This design comes from an exercise in tuning for small area and a short achievable clock period on the open sky130 flow, not from production work. Function was checked by simulation only, so behaviour that the tests miss may differ from the original.

==> xenon: inputs <==
==> flow/design.v <==
module md_sched #(
  parameter int MUL_CYCLES = 5,
  parameter int DIV_CYCLES = 10
) (
  input  logic        clk,
  input  logic        reset,
  input  logic [3:0]  md_op,
  input  logic [31:0] md_a,
  input  logic [31:0] md_b,
  input  logic        d_md_use,
  output logic        busy,
  output logic        md_start,
  output logic        md_stall,
  output logic [31:0] md_rd,
  output logic [31:0] hi,
  output logic [31:0] lo
);
  localparam logic [3:0] OP_MULT  = 4'd1;
  localparam logic [3:0] OP_MULTU = 4'd2;
  localparam logic [3:0] OP_DIV   = 4'd3;
  localparam logic [3:0] OP_DIVU  = 4'd4;
  localparam logic [3:0] OP_MTHI  = 4'd5;
  localparam logic [3:0] OP_MTLO  = 4'd6;
  localparam logic [3:0] OP_MFHI  = 4'd7;
  localparam logic [3:0] OP_MFLO  = 4'd8;
  localparam int W  = 35;
  localparam int BLK = 7;
  function automatic logic [W-1:0] add_cla(input logic [W-1:0] x, input logic [W-1:0] y, input logic ci);
    logic c, cb, gb, pb;
    cb = ci;
    for (int b = 0; b < W; b += BLK) begin
      c  = cb;
      gb = 1'b0;
      pb = 1'b1;
      for (int i = b; i < b + BLK && i < W; i++) begin
        add_cla[i] = x[i] ^ y[i] ^ c;
        c  = (x[i] & y[i]) | (c & (x[i] ^ y[i]));
        gb = (x[i] & y[i]) | ((x[i] ^ y[i]) & gb);
        pb = pb & (x[i] ^ y[i]);
      end
      cb = gb | (pb & cb);
    end
  endfunction
  function automatic logic [W-1:0] booth_pp(input logic [32:0] m, input logic x1, input logic x0, input logic xp);
    logic one, two;
    logic [W-1:0] me, m2;
    one = x0 ^ xp;
    two = (x1 & ~x0 & ~xp) | (~x1 & x0 & xp);
    me  = {{(W-33){m[32]}}, m};
    m2  = {me[W-2:0], 1'b0};
    booth_pp = (({W{one}} & me) | ({W{two}} & m2)) ^ {W{x1}};
  endfunction
  logic [3:0]  cnt;
  logic        dv, sg, nq, qb;
  logic [32:0] M;
  logic [33:0] R;
  logic [31:0] Q;
  logic is_mul, is_div, idle;
  assign is_mul = (md_op == OP_MULT) || (md_op == OP_MULTU);
  assign is_div = (md_op == OP_DIV) || (md_op == OP_DIVU);
  assign idle   = (cnt == 4'd0);
  logic last, first_d, step_d, last_d;
  assign last    = (cnt == 4'd1);
  assign first_d = dv & (cnt == 4'd10);
  assign last_d  = dv & last;
  assign step_d  = dv & ~first_d & ~last;
  logic [W-1:0] A [4];
  logic [W-1:0] S [4];
  logic         x1 [4];
  logic         x0 [4];
  logic         xp [4];
  logic         cx [4];
  logic [3:0]   qd;
  logic [31:0]  qx;
  logic         bn;
  assign bn = M[32];
  assign qx = Q ^ {32{first_d ? (sg & Q[31]) : nq}};
  always_comb begin
    for (int k = 0; k < 4; k++) begin
      x1[k] = 1'b0; x0[k] = 1'b0; xp[k] = 1'b0; cx[k] = 1'b0;
    end
    cx[0] = first_d & sg & Q[31];
    cx[1] = last_d & qb;
    cx[2] = last_d & nq;
    if (!dv) begin
      x1[0] = last ? (sg & qb) : Q[1];
      x0[0] = last ? (sg & qb) : Q[0];
      xp[0] = qb;
    end else if (step_d) begin
      x1[0] = ~(R[33] ^ bn);
      xp[0] = 1'b1;
    end else if (last_d) begin
      x1[0] = R[33] & bn;
      xp[0] = R[33];
    end
    if (first_d)      A[0] = {3'b000, qx};
    else if (step_d)  A[0] = {R, Q[31]};
    else              A[0] = {R[33], R};
    S[0]  = add_cla(A[0], booth_pp(M, x1[0], x0[0], xp[0]), x1[0] | cx[0]);
    qd[0] = ~S[0][W-1];
    for (int k = 1; k < 4; k++) begin
      if (!dv && !last) begin
        x1[k] = Q[2*k+1];
        x0[k] = Q[2*k];
        xp[k] = Q[2*k-1];
      end else if (step_d) begin
        x1[k] = ~(S[k-1][W-1] ^ bn);
        xp[k] = 1'b1;
      end
      if (k == 1 && last)          A[k] = S[0] ^ {W{dv & qb}};
      else if (k == 2 && last)     A[k] = {3'b000, qx};
      else if (!dv)                A[k] = {{2{S[k-1][W-1]}}, S[k-1][W-1:2]};
      else                         A[k] = {S[k-1][W-2:0], Q[31-k]};
      S[k]  = add_cla(A[k], booth_pp(M, x1[k], x0[k], xp[k]), x1[k] | cx[k]);
      qd[k] = ~S[k][W-1];
    end
  end
  always_ff @(posedge clk) begin
    if (reset) begin
      cnt <= 4'd0;
    end else if (idle) begin
      if (is_mul)      cnt <= 4'(MUL_CYCLES);
      else if (is_div) cnt <= 4'(DIV_CYCLES);
    end else begin
      cnt <= cnt - 4'd1;
    end
  end
  always_ff @(posedge clk) begin
    if (idle) begin
      dv <= is_div;
      sg <= (md_op == OP_MULT) || (md_op == OP_DIV);
      nq <= ((md_op == OP_DIV) & md_a[31]) ^ ((md_op == OP_DIV) & md_b[31]);
      qb <= (md_op == OP_DIV) & md_a[31];
      M  <= {((md_op == OP_MULT) || (md_op == OP_DIV)) & md_b[31], md_b};
      Q  <= md_a;
    end else if (!dv) begin
      Q  <= {S[3][1:0], S[2][1:0], S[1][1:0], S[0][1:0], Q[31:8]};
      qb <= Q[7];
    end else if (first_d) begin
      Q  <= S[0][31:0];
    end else if (step_d) begin
      Q  <= {Q[27:0], qd[0], qd[1], qd[2], qd[3]};
    end
  end
  always_ff @(posedge clk) begin
    if (idle | first_d) R <= '0;
    else if (dv)        R <= S[3][33:0];
    else                R <= {S[3][W-1], S[3][W-1:2]};
  end
  always_ff @(posedge clk) begin
    if (reset) begin
      hi <= 32'd0;
      lo <= 32'd0;
    end else if (idle) begin
      if (md_op == OP_MTHI) hi <= md_a;
      if (md_op == OP_MTLO) lo <= md_a;
    end else if (last && !(dv && M == 33'd0)) begin
      hi <= S[1][31:0];
      lo <= S[2][31:0];
    end
  end
  always_comb begin
    busy     = !idle;
    md_start = idle && (is_mul || is_div);
    md_stall = (busy || md_start) && d_md_use;
    md_rd    = 32'd0;
    if (md_op == OP_MFHI)      md_rd = hi;
    else if (md_op == OP_MFLO) md_rd = lo;
  end
endmodule
==> flow/run.sh <==
#!/bin/bash
# synth_recipe.tcl (not shown) runs the flow's synth.tcl, then flattens the netlist and writes it again
# the make line also repeats each setting of config.mk as NAME=value (left out here)
make -C /OpenROAD-flow-scripts/flow DESIGN_CONFIG=/design/flow/config.mk WORK_HOME=/design/flow/orfs CLKGATE_MAP_FILE= SYNTH_SCRIPT=/design/flow/synth_recipe.tcl finish
==> flow/config.mk <==
export PLATFORM = sky130hd
export DESIGN_NAME = md_sched
export DESIGN_NICKNAME = md_sched
export VERILOG_FILES = /design/flow/design.v
export SDC_FILE = /design/flow/constraint.sdc
export NUM_CORES = 4
export LEC_CHECK = 0
export ABC_AREA = 1
export CAP_MARGIN = 20
export CORE_MARGIN = 2
export CORE_UTILIZATION = 55
export SETUP_SLACK_MARGIN = 2
export SLEW_MARGIN = 20
==> flow/constraint.sdc <==
create_clock -name core_clock -period 80.0 [get_ports {clk}]
set_input_delay 16.0000 -clock core_clock [delete_from_list [all_inputs] [get_ports {clk}]]
set_output_delay 16.0000 -clock core_clock [all_outputs]
set_load 0.01 [all_outputs]
==> lagoon: changes against xenon <==
==> flow/design.v, changed modules only <==
module md_sched #(
  parameter int MUL_CYCLES = 5,
  parameter int DIV_CYCLES = 10
) (
  input  logic        clk,
  input  logic        reset,
  input  logic [3:0]  md_op,
  input  logic [31:0] md_a,
  input  logic [31:0] md_b,
  input  logic        d_md_use,
  output logic        busy,
  output logic        md_start,
  output logic        md_stall,
  output logic [31:0] md_rd,
  output logic [31:0] hi,
  output logic [31:0] lo
);
  localparam logic [3:0] OP_MULT  = 4'd1;
  localparam logic [3:0] OP_MULTU = 4'd2;
  localparam logic [3:0] OP_DIV   = 4'd3;
  localparam logic [3:0] OP_DIVU  = 4'd4;
  localparam logic [3:0] OP_MTHI  = 4'd5;
  localparam logic [3:0] OP_MTLO  = 4'd6;
  localparam logic [3:0] OP_MFHI  = 4'd7;
  localparam logic [3:0] OP_MFLO  = 4'd8;
  localparam int W  = 35;
  localparam int BLK = 7;
  function automatic logic [W-1:0] add_cla(input logic [W-1:0] x, input logic [W-1:0] y, input logic ci);
    logic c, cb, gb, pb;
    cb = ci;
    for (int b = 0; b < W; b += BLK) begin
      c  = cb;
      gb = 1'b0;
      pb = 1'b1;
      for (int i = b; i < b + BLK && i < W; i++) begin
        add_cla[i] = x[i] ^ y[i] ^ c;
        c  = (x[i] & y[i]) | (c & (x[i] ^ y[i]));
        gb = (x[i] & y[i]) | ((x[i] ^ y[i]) & gb);
        pb = pb & (x[i] ^ y[i]);
      end
      cb = gb | (pb & cb);
    end
  endfunction
  function automatic logic [W-1:0] booth_pp(input logic [32:0] m, input logic x1, input logic x0, input logic xp);
    logic one, two;
    logic [W-1:0] me, m2;
    one = x0 ^ xp;
    two = (x1 & ~x0 & ~xp) | (~x1 & x0 & xp);
    me  = {{(W-33){m[32]}}, m};
    m2  = {me[W-2:0], 1'b0};
    booth_pp = (({W{one}} & me) | ({W{two}} & m2)) ^ {W{x1}};
  endfunction
  logic [3:0]  cnt;
  logic        bsy;
  logic        dv, sg, nq, qb;
  logic [31:0] M;
  logic [32:0] R;
  logic [31:0] Q;
  logic is_mul, is_div, idle;
  assign is_mul = (md_op == OP_MULT) || (md_op == OP_MULTU);
  assign is_div = (md_op == OP_DIV) || (md_op == OP_DIVU);
  assign idle   = ~bsy;
  logic last, first_d, step_d, last_d;
  assign last    = (cnt == 4'd1);
  assign first_d = dv & (cnt == 4'd10);
  assign last_d  = dv & last;
  assign step_d  = dv & ~first_d & ~last;
  logic [W-1:0] A [4];
  logic [W-1:0] S [4];
  logic         x1 [4];
  logic         x0 [4];
  logic         xp [4];
  logic         cx [4];
  logic [3:0]   qd;
  logic [31:0]  qx;
  logic         bn;
  assign bn = sg & M[31];
  assign qx = Q ^ {32{first_d ? (sg & Q[31]) : nq}};
  always_comb begin
    for (int k = 0; k < 4; k++) begin
      x1[k] = 1'b0; x0[k] = 1'b0; xp[k] = 1'b0; cx[k] = 1'b0;
    end
    cx[0] = first_d & sg & Q[31];
    cx[1] = last_d & qb;
    cx[2] = last_d & nq;
    if (!dv) begin
      x1[0] = last ? (sg & qb) : Q[1];
      x0[0] = last ? (sg & qb) : Q[0];
      xp[0] = qb;
    end else if (step_d) begin
      x1[0] = ~(R[32] ^ bn);
      xp[0] = 1'b1;
    end else if (last_d) begin
      x1[0] = R[32] & bn;
      xp[0] = R[32];
    end
    if (first_d)      A[0] = {3'b000, qx};
    else if (step_d)  A[0] = {R[32], R, Q[31]};
    else              A[0] = {{2{R[32]}}, R};
    S[0]  = add_cla(A[0], booth_pp({bn, M}, x1[0], x0[0], xp[0]), x1[0] | cx[0]);
    qd[0] = ~S[0][W-1];
    for (int k = 1; k < 4; k++) begin
      if (!dv && !last) begin
        x1[k] = Q[2*k+1];
        x0[k] = Q[2*k];
        xp[k] = Q[2*k-1];
      end else if (step_d) begin
        x1[k] = ~(S[k-1][W-1] ^ bn);
        xp[k] = 1'b1;
      end
      if (k == 1 && last)          A[k] = S[0] ^ {W{dv & qb}};
      else if (k == 2 && last)     A[k] = {3'b000, qx};
      else if (!dv)                A[k] = {{2{S[k-1][W-1]}}, S[k-1][W-1:2]};
      else                         A[k] = {S[k-1][W-2:0], Q[31-k]};
      S[k]  = add_cla(A[k], booth_pp({bn, M}, x1[k], x0[k], xp[k]), x1[k] | cx[k]);
      qd[k] = ~S[k][W-1];
    end
  end
  always_ff @(posedge clk) begin
    if (reset) begin
      cnt <= 4'd0;
      bsy <= 1'b0;
    end else if (idle) begin
      bsy <= is_mul | is_div;
      if (is_mul)      cnt <= 4'(MUL_CYCLES);
      else if (is_div) cnt <= 4'(DIV_CYCLES);
    end else begin
      bsy <= ~last;
      cnt <= cnt - 4'd1;
    end
  end
  always_ff @(posedge clk) begin
    if (idle) begin
      dv <= is_div;
      sg <= (md_op == OP_MULT) || (md_op == OP_DIV);
      nq <= ((md_op == OP_DIV) & md_a[31]) ^ ((md_op == OP_DIV) & md_b[31]);
      qb <= (md_op == OP_DIV) & md_a[31];
      M  <= md_b;
      Q  <= md_a;
    end else if (!dv) begin
      Q  <= {S[3][1:0], S[2][1:0], S[1][1:0], S[0][1:0], Q[31:8]};
      qb <= Q[7];
    end else if (first_d) begin
      Q  <= S[0][31:0];
    end else if (step_d) begin
      Q  <= {Q[27:0], qd[0], qd[1], qd[2], qd[3]};
    end
  end
  always_ff @(posedge clk) begin
    if (idle | first_d) R <= '0;
    else if (dv)        R <= S[3][32:0];
    else                R <= S[3][W-1:2];
  end
  always_ff @(posedge clk) begin
    if (reset) begin
      hi <= 32'd0;
      lo <= 32'd0;
    end else if (idle) begin
      if (md_op == OP_MTHI) hi <= md_a;
      if (md_op == OP_MTLO) lo <= md_a;
    end else if (last && !(dv && M == 32'd0)) begin
      hi <= S[1][31:0];
      lo <= S[2][31:0];
    end
  end
  always_comb begin
    busy     = !idle;
    md_start = idle && (is_mul || is_div);
    md_stall = (bsy || is_mul || is_div) && d_md_use;
    md_rd    = 32'd0;
    if (md_op == OP_MFHI)      md_rd = hi;
    else if (md_op == OP_MFLO) md_rd = lo;
  end
endmodule
==> flow/flow/run.sh (new file) <==
#!/bin/bash
# The standard layout, except that the port buffers are the smallest buffer cell.
export BUFFER_PORTS_ARGS="-buffer_cell sky130_fd_sc_hd__buf_1"
bash standard.sh > standard.log 2>&1
==> flow/standard.sh (new file) <==
#!/bin/bash
# synth_recipe.tcl (not shown) runs the flow's synth.tcl, then flattens the netlist and writes it again
# the make line also repeats each setting of config.mk as NAME=value (left out here)
make -C /OpenROAD-flow-scripts/flow DESIGN_CONFIG=/design/flow/config.mk WORK_HOME=/design/flow/orfs CLKGATE_MAP_FILE= SYNTH_SCRIPT=/design/flow/synth_recipe.tcl "${@:-finish}"
--- a/flow/config.mk
+++ b/flow/config.mk
@@ -8,6 +8,7 @@
 export ABC_AREA = 1
 export CAP_MARGIN = 20
 export CORE_MARGIN = 2
-export CORE_UTILIZATION = 55
+export CORE_UTILIZATION = 35
+export CTS_BUF_LIST = sky130_fd_sc_hd__clkbuf_4 sky130_fd_sc_hd__clkbuf_8
 export SETUP_SLACK_MARGIN = 2
 export SLEW_MARGIN = 20
removed: flow/run.sh
==> key figures <==
Cells and area
  • Multi-input gates: 1,979
  • Most frequent cells in the layout: 571 x nand2_1, 357 x inv_1, 308 x o21ai_0, 169 x buf_1, 158 x a21oi_1
  • Finished Cell Area: 20,600 sq um
  • Final Core Density: 0.382

Route
  • Met3 wire length: 7.30 mm
  • DR WL met2: 31.1 mm
  • Iter 0 DRT Violations: 2,246

Outcome
  • Outcome: finished clean

Global routing
  • Vias in the first global route: 18,100
  • Total global-route track usage: 0.259
  • Initial antenna violation count: 3

Synth
  • Post-synth EDFFs: 68

Die
  • Starting Density: 0.355

STA
  • Final setup skew: 0.0190 ns

Placed design
  • GPL Wtd Cong: 0.961
The numbers above come from lagoon.

==> key figures <==
Outcome
  • Outcome: finished clean

Cells and area
  • Finished Cell Area: 21,800 sq um
  • Multi-input gates: between 1,500 and 2,000

Die
  • Starting Density: 0.559

Global routing
  • Vias in the first global route: 18,400
  • Initial antenna violation count: 5
  • Total global-route track usage: 0.395

Placed design
  • GPL Wtd Cong: 1.00

Route
  • Met3 wire length: roughly 10 mm
  • DR WL met2: 29.8 mm

STA
  • Final setup skew: 0.0257 ns
The numbers above come from xenon.

-- separate check: timing with driven ports --
The results above use ideal ports. As a check the final layouts listed here were re-extracted and re-timed, cells and wires unchanged. Step 1: set_driving_cell puts a clkbuf_16 on clk and a buf_2 on each other input, an assumption about the parent block. Step 2 times the ports against the registers' clock, not the clock port: input delays grow and output delays shrink by t, the midpoint of the rising clock arrivals with the driver on. Three values: no drivers, after step 1, after step 2; two values: the first two.
run | t (ns) | setup slack, ns | worst register clock-pin slew, ns
xenon | 0.514 | 45.458 / 45.432 / 45.432 | 0.09 / 0.09
lagoon | 0.619 | 46.222 / 46.198 / 46.198 | 0.11 / 0.11
After both steps every run listed still meets setup and hold. The setup slack of xenon, which loses most, moves by -0.026 ns with the drivers and by -0.026 ns with both steps.
